Source: an optimization exercise on an open RTL-to-GDS flow (aim: small area, a short achievable clock period and few clock cycles per item). Production flows keep margins and buffers that such runs may drop. The RTL was checked by simulation tests, not by an equivalence proof against the original design. No activity file was given, so power comes from the tool's default toggle rates.

### flow/run.sh
#!/bin/bash
# synth_recipe.tcl (not shown) runs the flow's synth.tcl, then flattens the netlist and writes it again
# the make line also repeats each setting of config.mk as NAME=value (left out here)
make -C /OpenROAD-flow-scripts/flow DESIGN_CONFIG=/design/flow/config.mk WORK_HOME=/design/flow/orfs CLKGATE_MAP_FILE= SYNTH_SCRIPT=/design/flow/synth_recipe.tcl finish
### flow/config.mk
export PLATFORM = sky130hd
export DESIGN_NAME = cpu_top
export DESIGN_NICKNAME = cpu_top
export VERILOG_FILES = /design/flow/design.v
export SDC_FILE = /design/flow/constraint.sdc
export NUM_CORES = 4
export LEC_CHECK = 0
export CAP_MARGIN = 20
export CORE_MARGIN = 2
export CORE_UTILIZATION = 40
export SLEW_MARGIN = 20
### flow/constraint.sdc
create_clock -name core_clock -period 7.0 [get_ports {clk}]
set_input_delay 1.4000 -clock core_clock [delete_from_list [all_inputs] [get_ports {clk}]]
set_output_delay 1.4000 -clock core_clock [all_outputs]
set_load 0.01 [all_outputs]
### flow/design.v
`timescale 1ns/1ps
package cpu_isa_pkg;
    typedef logic [16-1:0]          data_t;
    typedef logic [$clog2(16)-1:0]  reg_id_t;
    typedef logic [8-1:0]          imm_t;
    typedef logic [8-1:0]           pc_t;
    typedef logic [8-1:0]           inst_id_t;
    typedef logic [3-1:0]           op_t;
    localparam op_t OP_ST      = 3'd0;
    localparam op_t OP_CMP_GT  = 3'd1;
    localparam op_t OP_ADD_IMM = 3'd2;
    localparam op_t OP_ADD     = 3'd3;
    localparam op_t OP_SHL     = 3'd4;
    localparam op_t OP_SHR     = 3'd5;
    localparam op_t OP_MUL     = 3'd6;
endpackage
`timescale 1ns/1ps
package cpu_uarch_pkg;
    typedef logic [16-1:0] reg_mask_t;
    typedef enum logic {
        FETCH_RUN,
        FETCH_DONE
    } fetch_state_t;
endpackage
`timescale 1ns/1ps
module reg_file (
    input  logic                  clk,
    input  logic                  rst_n,
    input  cpu_isa_pkg::reg_id_t  rd_addr0,
    input  cpu_isa_pkg::reg_id_t  rd_addr1,
    output cpu_isa_pkg::data_t    rd_data0,
    output cpu_isa_pkg::data_t    rd_data1,
    input  logic                  alu_wb_vld,
    input  cpu_isa_pkg::reg_id_t  alu_wb_reg,
    input  cpu_isa_pkg::data_t    alu_wb_data,
    input  logic                  mul_wb_vld,
    input  cpu_isa_pkg::reg_id_t  mul_wb_reg,
    input  cpu_isa_pkg::data_t    mul_wb_data
);
    cpu_isa_pkg::data_t regs [0:16-1];
    assign rd_data0 = regs[rd_addr0];
    assign rd_data1 = regs[rd_addr1];
    always_ff @(posedge clk or negedge rst_n) begin
        if (!rst_n) begin
            for (int i = 0; i < 16; i++) begin
                regs[i] <= '0;
            end
        end else begin
            if (alu_wb_vld) begin
                regs[alu_wb_reg] <= alu_wb_data;
            end
            if (mul_wb_vld) begin
                regs[mul_wb_reg] <= mul_wb_data;
            end
        end
    end
endmodule
`timescale 1ns/1ps
module int_unit (
    input  logic                   clk,
    input  logic                   rst_n,
    input  logic                   iss_int_vld,
    input  logic                   iss_mul_vld,
    input  cpu_isa_pkg::op_t       iss_op,
    input  cpu_isa_pkg::inst_id_t  iss_id,
    input  cpu_isa_pkg::reg_id_t   iss_dst,
    input  cpu_isa_pkg::imm_t      iss_imm,
    input  cpu_isa_pkg::data_t     iss_a,
    input  cpu_isa_pkg::data_t     iss_b,
    output logic                   alu_wb_vld,
    output cpu_isa_pkg::reg_id_t   alu_wb_reg,
    output cpu_isa_pkg::data_t     alu_wb_data,
    output logic                   write_mem_vld,
    output cpu_isa_pkg::inst_id_t  write_mem_id,
    output cpu_isa_pkg::data_t     write_mem_addr,
    output cpu_isa_pkg::data_t     write_mem_data
);
    localparam int SHAMT_BIT = $clog2(16);
    logic [SHAMT_BIT-1:0] shamt;
    cpu_isa_pkg::data_t                result;
    assign shamt = iss_b[SHAMT_BIT-1:0];
    always_comb begin
        case (iss_op)
            cpu_isa_pkg::OP_CMP_GT:  result = (iss_a > iss_b) ? cpu_isa_pkg::data_t'(1) : '0;
            cpu_isa_pkg::OP_ADD_IMM: result = iss_a + cpu_isa_pkg::data_t'(iss_imm);
            cpu_isa_pkg::OP_ADD:     result = iss_a + iss_b;
            cpu_isa_pkg::OP_SHL:     result = iss_a << shamt;
            cpu_isa_pkg::OP_SHR:     result = iss_a >> shamt;
            default:    result = '0;
        endcase
    end
    always_ff @(posedge clk or negedge rst_n) begin
        if (!rst_n) begin
            alu_wb_vld    <= 1'b0;
            write_mem_vld <= 1'b0;
        end else begin
            alu_wb_vld    <= iss_int_vld && (iss_op != cpu_isa_pkg::OP_ST);
            write_mem_vld <= iss_int_vld && (iss_op == cpu_isa_pkg::OP_ST);
        end
    end
    always_ff @(posedge clk) begin
        if (iss_int_vld) begin
            alu_wb_reg     <= iss_dst;
            alu_wb_data    <= result;
            write_mem_id   <= iss_id;
            write_mem_addr <= iss_a;
            write_mem_data <= iss_b;
        end
    end
endmodule
`timescale 1ns/1ps
module mul_unit (
    input  logic                  clk,
    input  logic                  rst_n,
    input  logic                   iss_int_vld,
    input  logic                   iss_mul_vld,
    input  cpu_isa_pkg::op_t       iss_op,
    input  cpu_isa_pkg::inst_id_t  iss_id,
    input  cpu_isa_pkg::reg_id_t   iss_dst,
    input  cpu_isa_pkg::imm_t      iss_imm,
    input  cpu_isa_pkg::data_t     iss_a,
    input  cpu_isa_pkg::data_t     iss_b,
    output logic                  mul_wb_vld,
    output cpu_isa_pkg::reg_id_t  mul_wb_reg,
    output cpu_isa_pkg::data_t    mul_wb_data
);
    localparam int STAGES = 2;
    logic              s1_vld;
    cpu_isa_pkg::reg_id_t           s1_dst;
    cpu_isa_pkg::data_t             s1_a;
    cpu_isa_pkg::data_t             s1_b;
    cpu_isa_pkg::data_t             product;
    logic [STAGES-2:0] vld_q;
    cpu_isa_pkg::reg_id_t           dst_q  [0:STAGES-2];
    cpu_isa_pkg::data_t             prod_q [0:STAGES-2];
    assign product = s1_a * s1_b;
    always_ff @(posedge clk or negedge rst_n) begin
        if (!rst_n) begin
            s1_vld <= 1'b0;
            vld_q  <= '0;
        end else begin
            s1_vld   <= iss_mul_vld;
            vld_q[0] <= s1_vld;
            for (int i = 1; i < STAGES - 1; i++) begin
                vld_q[i] <= vld_q[i-1];
            end
        end
    end
    always_ff @(posedge clk) begin
        if (iss_mul_vld) begin
            s1_dst <= iss_dst;
            s1_a   <= iss_a;
            s1_b   <= iss_b;
        end
        dst_q[0]  <= s1_dst;
        prod_q[0] <= product;
        for (int i = 1; i < STAGES - 1; i++) begin
            dst_q[i]  <= dst_q[i-1];
            prod_q[i] <= prod_q[i-1];
        end
    end
    assign mul_wb_vld  = vld_q[STAGES-2];
    assign mul_wb_reg  = dst_q[STAGES-2];
    assign mul_wb_data = prod_q[STAGES-2];
endmodule
`timescale 1ns/1ps
module issue_ctrl (
    input  logic                   clk,
    input  logic                   rst_n,
    input  logic                   inst_vld,
    input  logic                   inst_last,
    input  cpu_isa_pkg::op_t       inst_op,
    input  cpu_isa_pkg::inst_id_t  inst_id,
    input  cpu_isa_pkg::reg_id_t   inst_dst_reg,
    input  cpu_isa_pkg::reg_id_t   inst_src_reg0,
    input  cpu_isa_pkg::reg_id_t   inst_src_reg1,
    input  cpu_isa_pkg::imm_t      inst_imm,
    output logic                   inst_rdy,
    output logic                   fetch_vld,
    output cpu_isa_pkg::pc_t       fetch_pc,
    output cpu_isa_pkg::inst_id_t  fetch_id,
    output cpu_isa_pkg::reg_id_t   rd_addr0,
    output cpu_isa_pkg::reg_id_t   rd_addr1,
    input  cpu_isa_pkg::data_t     rd_data0,
    input  cpu_isa_pkg::data_t     rd_data1,
    input  logic                   alu_wb_vld,
    input  cpu_isa_pkg::reg_id_t   alu_wb_reg,
    input  logic                   mul_wb_vld,
    input  cpu_isa_pkg::reg_id_t   mul_wb_reg,
    output logic                   exec_finish,
    output logic                   iss_int_vld,
    output logic                   iss_mul_vld,
    output cpu_isa_pkg::op_t       iss_op,
    output cpu_isa_pkg::inst_id_t  iss_id,
    output cpu_isa_pkg::reg_id_t   iss_dst,
    output cpu_isa_pkg::imm_t      iss_imm,
    output cpu_isa_pkg::data_t     iss_a,
    output cpu_isa_pkg::data_t     iss_b
);
    cpu_uarch_pkg::fetch_state_t state;
    cpu_isa_pkg::pc_t          pc_q;
    cpu_isa_pkg::inst_id_t     id_q;
    cpu_uarch_pkg::reg_mask_t    pending;
    cpu_uarch_pkg::reg_mask_t    set_mask;
    cpu_uarch_pkg::reg_mask_t    clr_mask;
    logic         is_store;
    logic         hazard;
    logic         accept;
    assign is_store = (inst_op == cpu_isa_pkg::OP_ST);
    assign hazard   = pending[inst_src_reg0] || pending[inst_src_reg1] ||
                      (!is_store && pending[inst_dst_reg]);
    assign inst_rdy = inst_vld && !hazard;
    assign accept   = inst_vld && inst_rdy;
    assign fetch_vld = (state == cpu_uarch_pkg::FETCH_RUN) && (!inst_vld || (accept && !inst_last));
    assign fetch_pc  = pc_q;
    assign fetch_id  = id_q;
    assign rd_addr0 = inst_src_reg0;
    assign rd_addr1 = inst_src_reg1;
    assign iss_int_vld = accept && (inst_op != cpu_isa_pkg::OP_MUL);
    assign iss_mul_vld = accept && (inst_op == cpu_isa_pkg::OP_MUL);
    assign iss_op  = inst_op;
    assign iss_id  = inst_id;
    assign iss_dst = inst_dst_reg;
    assign iss_imm = inst_imm;
    assign iss_a   = rd_data0;
    assign iss_b   = rd_data1;
    always_comb begin
        set_mask = '0;
        clr_mask = '0;
        if (accept && !is_store) begin
            set_mask[inst_dst_reg] = 1'b1;
        end
        if (alu_wb_vld) begin
            clr_mask[alu_wb_reg] = 1'b1;
        end
        if (mul_wb_vld) begin
            clr_mask[mul_wb_reg] = 1'b1;
        end
    end
    always_ff @(posedge clk or negedge rst_n) begin
        if (!rst_n) begin
            pc_q <= '0;
            id_q <= '0;
        end else if (fetch_vld) begin
            pc_q <= pc_q + 1'b1;
            id_q <= id_q + 1'b1;
        end
    end
    always_ff @(posedge clk or negedge rst_n) begin
        if (!rst_n) begin
            state       <= cpu_uarch_pkg::FETCH_RUN;
            pending     <= '0;
            exec_finish <= 1'b0;
        end else begin
            if (state == cpu_uarch_pkg::FETCH_RUN && accept && inst_last) begin
                state <= cpu_uarch_pkg::FETCH_DONE;
            end
            pending <= (pending & ~clr_mask) | set_mask;
            if (state == cpu_uarch_pkg::FETCH_DONE && pending == '0) begin
                exec_finish <= 1'b1;
            end
        end
    end
endmodule
`timescale 1ns/1ps
module cpu_top (
    input  logic                   clk,
    input  logic                   rst_n,
    input  logic                   inst_vld,
    input  logic                   inst_last,
    input  cpu_isa_pkg::op_t       inst_op,
    input  cpu_isa_pkg::inst_id_t  inst_id,
    input  cpu_isa_pkg::reg_id_t   inst_dst_reg,
    input  cpu_isa_pkg::reg_id_t   inst_src_reg0,
    input  cpu_isa_pkg::reg_id_t   inst_src_reg1,
    input  cpu_isa_pkg::imm_t      inst_imm,
    output logic                   fetch_vld,
    output cpu_isa_pkg::pc_t       fetch_pc,
    output cpu_isa_pkg::inst_id_t  fetch_id,
    output logic                   inst_rdy,
    output logic                   write_mem_vld,
    output cpu_isa_pkg::inst_id_t  write_mem_id,
    output cpu_isa_pkg::data_t     write_mem_addr,
    output cpu_isa_pkg::data_t     write_mem_data,
    output logic                   exec_finish
);
    cpu_isa_pkg::reg_id_t rd_addr0;
    cpu_isa_pkg::reg_id_t rd_addr1;
    cpu_isa_pkg::data_t   rd_data0;
    cpu_isa_pkg::data_t   rd_data1;
    logic    alu_wb_vld;
    cpu_isa_pkg::reg_id_t alu_wb_reg;
    cpu_isa_pkg::data_t   alu_wb_data;
    logic    mul_wb_vld;
    cpu_isa_pkg::reg_id_t mul_wb_reg;
    cpu_isa_pkg::data_t   mul_wb_data;
    logic                   iss_int_vld;
    logic                   iss_mul_vld;
    cpu_isa_pkg::op_t                    iss_op;
    cpu_isa_pkg::inst_id_t               iss_id;
    cpu_isa_pkg::reg_id_t                iss_dst;
    cpu_isa_pkg::imm_t                   iss_imm;
    cpu_isa_pkg::data_t                  iss_a;
    cpu_isa_pkg::data_t                  iss_b;
    issue_ctrl u_issue_ctrl (
        .clk           (clk),
        .rst_n         (rst_n),
        .inst_vld      (inst_vld),
        .inst_last     (inst_last),
        .inst_op       (inst_op),
        .inst_id       (inst_id),
        .inst_dst_reg  (inst_dst_reg),
        .inst_src_reg0 (inst_src_reg0),
        .inst_src_reg1 (inst_src_reg1),
        .inst_imm      (inst_imm),
        .inst_rdy      (inst_rdy),
        .fetch_vld     (fetch_vld),
        .fetch_pc      (fetch_pc),
        .fetch_id      (fetch_id),
        .rd_addr0      (rd_addr0),
        .rd_addr1      (rd_addr1),
        .rd_data0      (rd_data0),
        .rd_data1      (rd_data1),
        .alu_wb_vld    (alu_wb_vld),
        .alu_wb_reg    (alu_wb_reg),
        .mul_wb_vld    (mul_wb_vld),
        .mul_wb_reg    (mul_wb_reg),
        .exec_finish   (exec_finish),
        .iss_int_vld   (iss_int_vld),
        .iss_mul_vld   (iss_mul_vld),
        .iss_op        (iss_op),
        .iss_id        (iss_id),
        .iss_dst       (iss_dst),
        .iss_imm       (iss_imm),
        .iss_a         (iss_a),
        .iss_b         (iss_b)
    );
    reg_file u_reg_file (
        .clk         (clk),
        .rst_n       (rst_n),
        .rd_addr0    (rd_addr0),
        .rd_addr1    (rd_addr1),
        .rd_data0    (rd_data0),
        .rd_data1    (rd_data1),
        .alu_wb_vld  (alu_wb_vld),
        .alu_wb_reg  (alu_wb_reg),
        .alu_wb_data (alu_wb_data),
        .mul_wb_vld  (mul_wb_vld),
        .mul_wb_reg  (mul_wb_reg),
        .mul_wb_data (mul_wb_data)
    );
    int_unit u_int_unit (
        .clk            (clk),
        .rst_n          (rst_n),
        .iss_int_vld   (iss_int_vld),
        .iss_mul_vld   (iss_mul_vld),
        .iss_op        (iss_op),
        .iss_id        (iss_id),
        .iss_dst       (iss_dst),
        .iss_imm       (iss_imm),
        .iss_a         (iss_a),
        .iss_b         (iss_b),
        .alu_wb_vld     (alu_wb_vld),
        .alu_wb_reg     (alu_wb_reg),
        .alu_wb_data    (alu_wb_data),
        .write_mem_vld  (write_mem_vld),
        .write_mem_id   (write_mem_id),
        .write_mem_addr (write_mem_addr),
        .write_mem_data (write_mem_data)
    );
    mul_unit u_mul_unit (
        .clk         (clk),
        .rst_n       (rst_n),
        .iss_int_vld   (iss_int_vld),
        .iss_mul_vld   (iss_mul_vld),
        .iss_op        (iss_op),
        .iss_id        (iss_id),
        .iss_dst       (iss_dst),
        .iss_imm       (iss_imm),
        .iss_a         (iss_a),
        .iss_b         (iss_b),
        .mul_wb_vld  (mul_wb_vld),
        .mul_wb_reg  (mul_wb_reg),
        .mul_wb_data (mul_wb_data)
    );
endmodule
==> results by group <==
Placement
  – Buffers on Ports: 94
  – Pre-CTS WS: roughly 0.75 ns
  – Placed Area: 0.0305 mm2
  – Dpl hpwl: a little under 80 mm
  – GP Congestion: about 1.0

CTS
  – CTS tree: yes
  – CTS max path bufs: 3
  – Clock edge transition at the registers on the reported setup and hold paths: about 0.060 ns
  – CTS Buf Count: 49
  – Worst-skew pair later-pin latency: about 0.61 ns
  – CTS resizes: 0
  – H-tree depth: 2
  – Hold Buf Count CTS: 0
  – Post-CTS Setup Inserts: 0
  – Root buffer cell: clkbuf_16
  – Clock sink count: slightly above 400

Final layout
  – Syn-to-layout area delta: 12.6%
  – Design area: ~0.032 mm2
  – Biggest register: u_reg_file.regs
  – FILL cells: between 6,000 and 7,000
  – Fin nets: between 3,000 and 4,000
  – Max reg flops: about 260
  – Util after Layout: a little under half
  – Layout cells sized above 1: 9.21%

Pwr
  – Worst ir drop on vdd: between 0.2 and 0.25 mV
  – PwrDens: 349 mW/mm2
  – Pleak: between 10 and 15 nW
  – Final Total Pwr: around 11 mW

Worst setup path
  – Reg2reg end: u_mul_unit.prod_q[0][15]$_DFF_P_
  – Family with the most delay on the worst path: buffers and inverters
  – CP most frequent cell: clkdlybuf4s50_1
  – Reg2reg start: u_mul_unit.s1_a[4]$_DFFE_PP_
  – Slowest stage delay, CP: ~0.74 ns
  – Worst path bufs/invs: 3
  – Peak fanout along the critical path: 11
  – Reg2Reg Depth: 17
  – Setup CP Type: input pin to output pin
  – CP Data Arrival Time: between 4 and 5 ns
  – CP Capture Type: output pin
  – Startpoint Class: input pin
  – CP max-delay cell: clkdlybuf4s50_1
  – R2r setup slk: ~1.2 ns
  – CP Cell Sequence: clkdlybuf4s50_1 -> mux4_1 -> mux4_2 -> a2111oi_4 -> nand2b_2 -> a21o_4 -> inv_6 -> clkdlybuf4s50_1
  – CP required: 5.60 ns

Die
  – Chip Width: roughly 270 um
  – Ports: 95
  – Initial Utilization: roughly two fifths
  – Die area: about 0.074 mm2
  – Die Y: between 200 and 300 um
  – Num rows: just under 100
  – Core Footprint: between 0.07 and 0.08 mm2

Yosys
  – Post-synth EDFFs: 96
  – YS warnings: 7
  – Post-synthesis adder-cell area fraction: 9.93%
  – Syn nets: approximately 3,200
  – Post-synth cell types: between 80 and 90
  – Largest family of logic cells by synthesized area: compound AO/OA/AOI/OAI gates
  – Post-synthesis cell area: ~0.029 mm2
  – Simple-Gate Fraction of Synth Area: 14.4%
  – Synth Area in Compound Gates: 16.4%
  – Post-synthesis mux area share: between 10 and 15%
  – Syn Inst Count: 3,005
  – XOR/XNOR share of the synthesized area: between 2 and 2.5%
  – Ys async rst share: 71.7%
  – Seq cells post-synth: slightly above 400
  – Synth Area per Inst: about 9.5 um2
  – Predominant post-synthesis flop cell: dfrtp_1
  – Post-synthesis sequential area ratio: between 30% and 40%

Detailed routing
  – Vias: between 20,000 and 30,000
  – DR iter-0 viols: 3,674
  – Routed len/inst: between 20 and 30 um
  – DR vias/cell: about 6.3
  – DRC viols: 0
  – First drt pass iteration count: 12
  – Final Routed Wirelength: roughly 110 mm
  – ANT nets after route: 0

GRT
  – Grt ovf: 0
  – Tot GR Track Use: 30.6%
  – Vias in the first global route: 24,800
  – First-pass GRT wire length: approximately 170 mm
  – Antenna violations before repair: 2
  – Largest net degree at the start of global routing: 139

Hold path
  – Worst hold start: u_mul_unit.s1_dst[3]$_DFFE_PP_
  – Min-Delay Path Class: register to register
  – Hold endpoint: u_mul_unit.dst_q[0][3]$_DFF_P_
  – Hold Crit Depth: 0

Timing
  – Worst Max-Slew Pin Slew: approximately 1.2 ns
  – # setup viols final: 0
  – Final setup margin: 0.743 ns
  – RSZ-0062 raised after global routing: no
  – Tmin final: between 6 and 7 ns
  – Clk_skew: around 0.029 ns
  – Final period util: 89.4%
  – Fmax: ~0.16 GHz
  – Fin Setup TNS: 0 ns
  – Fin. Hold Viols: 0
  – Slew Limit Headroom: around 23%
  – Fin. max-slew vios: 0

Run
  – Max-cap check violation count: 0

Outcome
  – Status: complete, no violations
-- per-layer routing --
metal	track usage (%)	vias to the layer above	routed length (um)
li1	-	10700	-
met4	15.9	0	6550
met5	0	-	0
met1	41.2	12400	46300
met3	6.07	367	11300
met2	46.6	1498	49900
-- cell usage after synthesis (8+ instances only) --
cell type | number | area share, %
mux2i_1 | 326 | 11
dfrtp_1 | 294 | 26
nor2_1 | 279 | 3.7
a21oi_1 | 251 | 4.4
nand2_1 | 239 | 3.1
clkbuf_1 | 175 | 2.3
inv_1 | 151 | 2.0
o21ai_0 | 105 | 1.8
ha_1 | 97 | 4.3
edfxtp_1 | 96 | 10
a22oi_1 | 95 | 2.5
and2_1 | 84 | 1.8
fa_1 | 81 | 5.7
nand3_1 | 65 | 1.1
xnor2_1 | 59 | 1.8
a22o_1 | 35 | 1.1
mux2_2 | 32 | 1.3
nor2b_1 | 32 | 0.70
buf_2 | 29 | 0.51
buf_1 | 28 | 0.37
nand4_1 | 25 | 0.55
a221oi_1 | 24 | 0.74
nor3_1 | 23 | 0.40
a31oi_1 | 21 | 0.46
a32oi_1 | 21 | 0.64
dfxtp_1 | 20 | 1.4
nand2b_1 | 18 | 0.39
nand3b_1 | 16 | 0.42
and3_1 | 15 | 0.33
o22a_1 | 15 | 0.46
mux4_2 | 14 | 1.1
xor2_1 | 13 | 0.40
buf_4 | 11 | 0.29
nor3b_1 | 10 | 0.26
o221ai_1 | 10 | 0.31
o22ai_1 | 10 | 0.22
a21o_1 | 9 | 0.24
nor4_1 | 9 | 0.20
nor4bb_1 | 9 | 0.32
o32ai_1 | 9 | 0.28
o2111ai_1 | 8 | 0.25
o211ai_1 | 8 | 0.21
o21a_1 | 8 | 0.21
-- logic make-up after synthesis --
| group | Yosys count |
|---|---|
| fa+ha+maj | 178 |
| buf+inv | 402 |
| flops | 410 |
| xor+xnor | 72 |
| compound gates | 708 |
| simple gates | 859 |
| mux | 376 |
-- placed cells by master (no fill, tap or decap), types with 51 or more instances in the layout --
master | netlist | final
a21oi_1 | 251 | 251
a22oi_1 | 95 | 95
and2_1 | 84 | 83
buf_4 | 11 | 91
clkbuf_16 | 0 | 51
clkdlybuf4s50_1 | 0 | 85
dfrtp_1 | 294 | 294
edfxtp_1 | 96 | 96
fa_1 | 81 | 81
ha_1 | 97 | 97
inv_1 | 151 | 151
mux2i_1 | 326 | 326
nand2_1 | 239 | 230
nand3_1 | 65 | 65
nor2_1 | 279 | 279
o21ai_0 | 105 | 105
xnor2_1 | 59 | 59
-- area by class of cell --
cell class | count | area [um2] | share of cell area, %
sequential | 410 | 10600 | 33.1
multi-input combinational | 2193 | 16400 | 51.2
inverter | 158 | 598 | 1.86
clock buffer | 62 | 1340 | 4.16
antenna | 1 | 2.50 | 0.00779
tap | 940 | 1180 | 3.66
timing repair buffer | 187 | 1630 | 5.07
clock inverter | 29 | 314 | 0.977
-- worst register-to-register path, cell delays in order, from the launching register on --
cell      delay, ns
edfxtp_1       0.65
and2_1         0.30
fa_1           0.48
inv_1          0.05
fa_1           0.41
fa_1           0.52
fa_1           0.56
inv_1          0.06
fa_1           0.49
inv_1          0.05
fa_1           0.47
inv_1          0.05
ha_1           0.34
and2_1         0.20
o21ai_0        0.14
nand2_1        0.09
o41ai_1        0.67
xnor2_1        0.16
-- metrics by stage --
| stage | std cells | hold slack, ns |
|---|---|---|
| 3_5_place_dp | 3888 | 0.330 |
| 3_3_place_gp | 3888 | 0.332 |
| 2_1_floorplan | 3005 | 0.323 |
| 6_report | 3980 | 0.342 |
| 4_1_cts | 3979 | 0.344 |
| 5_1_grt | 3980 | 0.345 |
-- worst max path at each step --
stage	startpoint	to	slack, ns	cells after the start
floorplan	inst_src_reg0[0]	u_mul_unit.s1_a[0]$_DFFE_PP_	0.80	5
global placement	inst_dst_reg[0]	fetch_vld	0.84	8
detailed placement	inst_dst_reg[0]	fetch_vld	0.75	8
CTS	inst_dst_reg[0]	fetch_vld	0.73	8
global route	inst_dst_reg[0]	fetch_vld	0.57	8
finish	inst_dst_reg[0]	fetch_vld	0.74	8
-- report_power, final --
group	internal (mW)	leakage, nW	total (mW)	switching (mW)
Clock	1.58	0.812	2.67	1.09
Combinational	1.76	8.84	3.98	2.22
Sequential	3.34	4.89	4.58	1.24
Testbench counts, summed over its fixed seeds: cycles 30,707, insts 22,445.

## port drivers added, routing unchanged
Ports are ideal in the flow. The routed layout listed here was re-timed in OpenROAD. Step 1 sets driving cells, clkbuf_16 on the clock port and buf_2 on the other inputs (assumed; they add their load-dependent delay and slew). Step 2 adds t to the input delays and takes it off the output delays; t is the mean of the earliest and latest rising clock arrival at the registers after step 1. Input paths then give back, and output paths get back, about the clock's delay inside the block. a / b / c = no drivers / after step 1 / after step 2; a / b = the first two.
t, ns: 0.663
setup slack, ns: 0.743 / 0.721 / 0.582
slew at the worst register clock pin (ns): 0.07 / 0.07
After both steps setup and hold are still met in this run. For this run, drivers alone change the setup slack by -0.022 ns; drivers and shift together by -0.161 ns.
